Source: an optimization exercise on an open RTL-to-GDS flow (aim: small area). Production flows keep margins and buffers that such runs may drop.
Function was checked by simulation only, so behaviour that the tests miss may differ from the original.
Power and IR drop assume default switching activity. The flow treats the clock pin as an ideal source, which a real chip does not have.

// core_v2
module core_v2
#(
   parameter int              XLEN     = 32,
   parameter int              ADDR_W   = 13,
   parameter int              SEL_W    = 2,
   parameter logic [XLEN-1:0] RESET_PC = '0
)(
   input  wire logic  clk,
   input  wire logic  rst,
   output logic              bus_req,
   output logic [ADDR_W-1:0] bus_addr,
   output logic [SEL_W-1:0]  bus_sel,
   output logic [1:0]        bus_op,
   output logic [XLEN-1:0]   bus_wdata,
   input  wire logic         bus_ack,
   input  wire logic [XLEN-1:0] bus_rdata,
   output logic       halted,
   output logic       illegal,
   output logic [XLEN-1:0] pc
);
Size in the first run: roughly 1900 cells after synthesis, about 120 I/O pins, ~0.027 mm2 of cells after synthesis.
clock: 12.0 ns
lec_check: 0
abc_area: 1
cap_margin: 20
core_margin: 2
core_utilization: 60
slew_margin: 20
standard.sh (not shown) runs the stock make flow with config.mk's settings and CLKGATE_MAP_FILE= SYNTH_SCRIPT=/design/flow/synth_recipe.tcl, a recipe that flattens the netlist after the stock synthesis.
==> flow/flow/run.sh <==
#!/bin/bash
# Layout flow: the standard synthesis, then the combinational logic of its
# netlist is mapped again for area (flip-flops are kept as they are: same
# instances, names and cells; the new netlist is used only if Yosys proves it
# equivalent to the standard one), then the standard layout from the
# floorplan on. Two knobs that ORFS reads from the environment: port buffers
# use the smallest buffer cell, and clock tree synthesis uses large sink
# clusters without dummy loads.
set -euo pipefail
export BUFFER_PORTS_ARGS="-buffer_cell sky130_fd_sc_hd__buf_1"
export CTS_ARGS="-sink_clustering_enable -repair_clock_nets -dont_use_dummy_load -sink_clustering_size 32 -sink_clustering_max_diameter 70 -buf_list sky130_fd_sc_hd__clkbuf_16"

R=orfs/results/sky130hd/core_v2/base
LIB=$FLOW_HOME/platforms/sky130hd/lib/sky130_fd_sc_hd__tt_025C_1v80.lib
YOSYS=$(command -v yosys || echo "$FLOW_HOME/../tools/install/yosys/bin/yosys")
SEQ="sky130_fd_sc_hd__dfxtp_1 sky130_fd_sc_hd__edfxtp_1"

bash standard.sh synth > standard_synth.log 2>&1
cp $R/1_2_yosys.v standard_synth.v

DU=""
for c in sky130_fd_sc_hd__probe_p_8 sky130_fd_sc_hd__probec_p_8 sky130_fd_sc_hd__lpflow_bleeder_1 sky130_fd_sc_hd__lpflow_clkbufkapwr_1 sky130_fd_sc_hd__lpflow_clkbufkapwr_16 sky130_fd_sc_hd__lpflow_clkbufkapwr_2 sky130_fd_sc_hd__lpflow_clkbufkapwr_4 sky130_fd_sc_hd__lpflow_clkbufkapwr_8 sky130_fd_sc_hd__lpflow_clkinvkapwr_1 sky130_fd_sc_hd__lpflow_clkinvkapwr_16 sky130_fd_sc_hd__lpflow_clkinvkapwr_2 sky130_fd_sc_hd__lpflow_clkinvkapwr_4 sky130_fd_sc_hd__lpflow_clkinvkapwr_8 sky130_fd_sc_hd__lpflow_decapkapwr_12 sky130_fd_sc_hd__lpflow_decapkapwr_3 sky130_fd_sc_hd__lpflow_decapkapwr_4 sky130_fd_sc_hd__lpflow_decapkapwr_6 sky130_fd_sc_hd__lpflow_decapkapwr_8 sky130_fd_sc_hd__lpflow_inputiso0n_1 sky130_fd_sc_hd__lpflow_inputiso0p_1 sky130_fd_sc_hd__lpflow_inputiso1n_1 sky130_fd_sc_hd__lpflow_inputiso1p_1 sky130_fd_sc_hd__lpflow_inputisolatch_1 sky130_fd_sc_hd__lpflow_isobufsrc_1 sky130_fd_sc_hd__lpflow_isobufsrc_16 sky130_fd_sc_hd__lpflow_isobufsrc_2 sky130_fd_sc_hd__lpflow_isobufsrc_4 sky130_fd_sc_hd__lpflow_isobufsrc_8 sky130_fd_sc_hd__lpflow_isobufsrckapwr_16 sky130_fd_sc_hd__lpflow_lsbuf_lh_hl_isowell_tap_1 sky130_fd_sc_hd__lpflow_lsbuf_lh_hl_isowell_tap_2 sky130_fd_sc_hd__lpflow_lsbuf_lh_hl_isowell_tap_4 sky130_fd_sc_hd__lpflow_lsbuf_lh_isowell_4 sky130_fd_sc_hd__lpflow_lsbuf_lh_isowell_tap_1 sky130_fd_sc_hd__lpflow_lsbuf_lh_isowell_tap_2 sky130_fd_sc_hd__lpflow_lsbuf_lh_isowell_tap_4 ; do DU="$DU -dont_use $c"; done

cat > remap.ys <<EOY
read_liberty -overwrite -ignore_miss_func $LIB
blackbox $SEQ
read_verilog standard_synth.v
hierarchy -top $FLOW_TOP
flatten
rename -hide w:_*
techmap
opt -purge
abc -liberty $LIB $DU -script $PWD/flow/area.abc
splitnets
opt_clean -purge
hilomap -singleton -hicell sky130_fd_sc_hd__conb_1 HI -locell sky130_fd_sc_hd__conb_1 LO
insbuf -buf sky130_fd_sc_hd__buf_4 A X
stat -liberty $LIB
write_verilog -noattr -nohex -nodec remapped.v
EOY

cat > equiv.ys <<EOY
read_liberty -overwrite -ignore_miss_func $LIB
read_verilog standard_synth.v
rename $FLOW_TOP gold
read_verilog remapped.v
rename $FLOW_TOP gate
flatten gold gate
rename -hide w:_*
opt_clean
equiv_make gold gate equiv
equiv_simple
equiv_induct
equiv_status -assert
EOY

if "$YOSYS" -l remap.log -q remap.ys > /dev/null 2>&1 &&
   "$YOSYS" -l equiv.log -q equiv.ys > /dev/null 2>&1; then
  cp remapped.v $R/1_2_yosys.v
  rm -f $R/1_synth.odb $R/1_synth.sdc
fi
bash standard.sh finish > standard_flow.log 2>&1
Other scripts of this flow, unchanged in this note and not shown: flow/flow/area.abc
==> next run, changes <==
--- a/flow/flow/run.sh
+++ b/flow/flow/run.sh
@@ -11 +11 @@
-export CTS_ARGS="-sink_clustering_enable -repair_clock_nets -dont_use_dummy_load -sink_clustering_size 32 -sink_clustering_max_diameter 70 -buf_list sky130_fd_sc_hd__clkbuf_16"
+export CTS_ARGS="-sink_clustering_enable -repair_clock_nets -dont_use_dummy_load -sink_clustering_size 34 -sink_clustering_max_diameter 70 -buf_list sky130_fd_sc_hd__clkbuf_16"
=> Utilization hardly moves. Via count is about the same. Cell area stays flat. Synthesized cell count does not change. Clock-buffer cell count drops by 1. Sequential cell count does not change. Die area stays the same. Wire length hardly moves. Clock power barely changes.
==> next run, changes <==
--- a/flow/flow/run.sh
+++ b/flow/flow/run.sh
@@ -11 +11 @@
-export CTS_ARGS="-sink_clustering_enable -repair_clock_nets -dont_use_dummy_load -sink_clustering_size 34 -sink_clustering_max_diameter 70 -buf_list sky130_fd_sc_hd__clkbuf_16"
+export CTS_ARGS="-sink_clustering_enable -repair_clock_nets -dont_use_dummy_load -sink_clustering_size 32 -sink_clustering_max_diameter 70 -buf_list sky130_fd_sc_hd__clkbuf_16"
Settings changed: GPL_ROUTABILITY_DRIVEN set to 0, GPL_TIMING_DRIVEN set to 0.
Combinational power is higher by roughly a tenth.
Total power is higher slightly.
Sequential power barely changes.
Worst setup slack degrades by 0.98 ns.
Global-route usage is lower by 1.9 points.
Die area stays the same.
==> next run, changes <==
Settings changed: CAP_MARGIN 20 to 5, GPL_ROUTABILITY_DRIVEN 0 to not set, GPL_TIMING_DRIVEN 0 to not set, SLEW_MARGIN 20 to 5.
What happened:
- first-iteration DRC count fell by 1.7%
- via count hardly moves
- combinational power goes down by 9.4%

## re-timing with driven ports
How much do the figures lean on ideal ports? The routed layouts below were timed once more, with nothing changed but the port constraints.
Step 1 (the two cells are an assumption about what drives the block):
set clk [get_ports {clk}]
set_driving_cell -lib_cell sky130_fd_sc_hd__clkbuf_16 $clk
set_driving_cell -lib_cell sky130_fd_sc_hd__buf_2 [delete_from_list [all_inputs] $clk]
Step 2 moves the port delays by t, midway between the first and last clock arrival at a register: inputs arrive t later, outputs are due t later. That takes back most of the time a late clock gives input paths.
Three values: ideal, step 1, step 2; two values: the first two.
run	shift t [ns]	setup slack, ns	cell pins on the clock port's net
the first run	0.613	4.281 / 4.281 / 4.281	1
the second run	0.627	4.258 / 4.258 / 4.258	1
the third run	0.611	3.275 / 3.275 / 3.275	1
the fourth run	0.613	3.971 / 3.971 / 3.971	1
After both steps setup and hold are still met in every run listed.
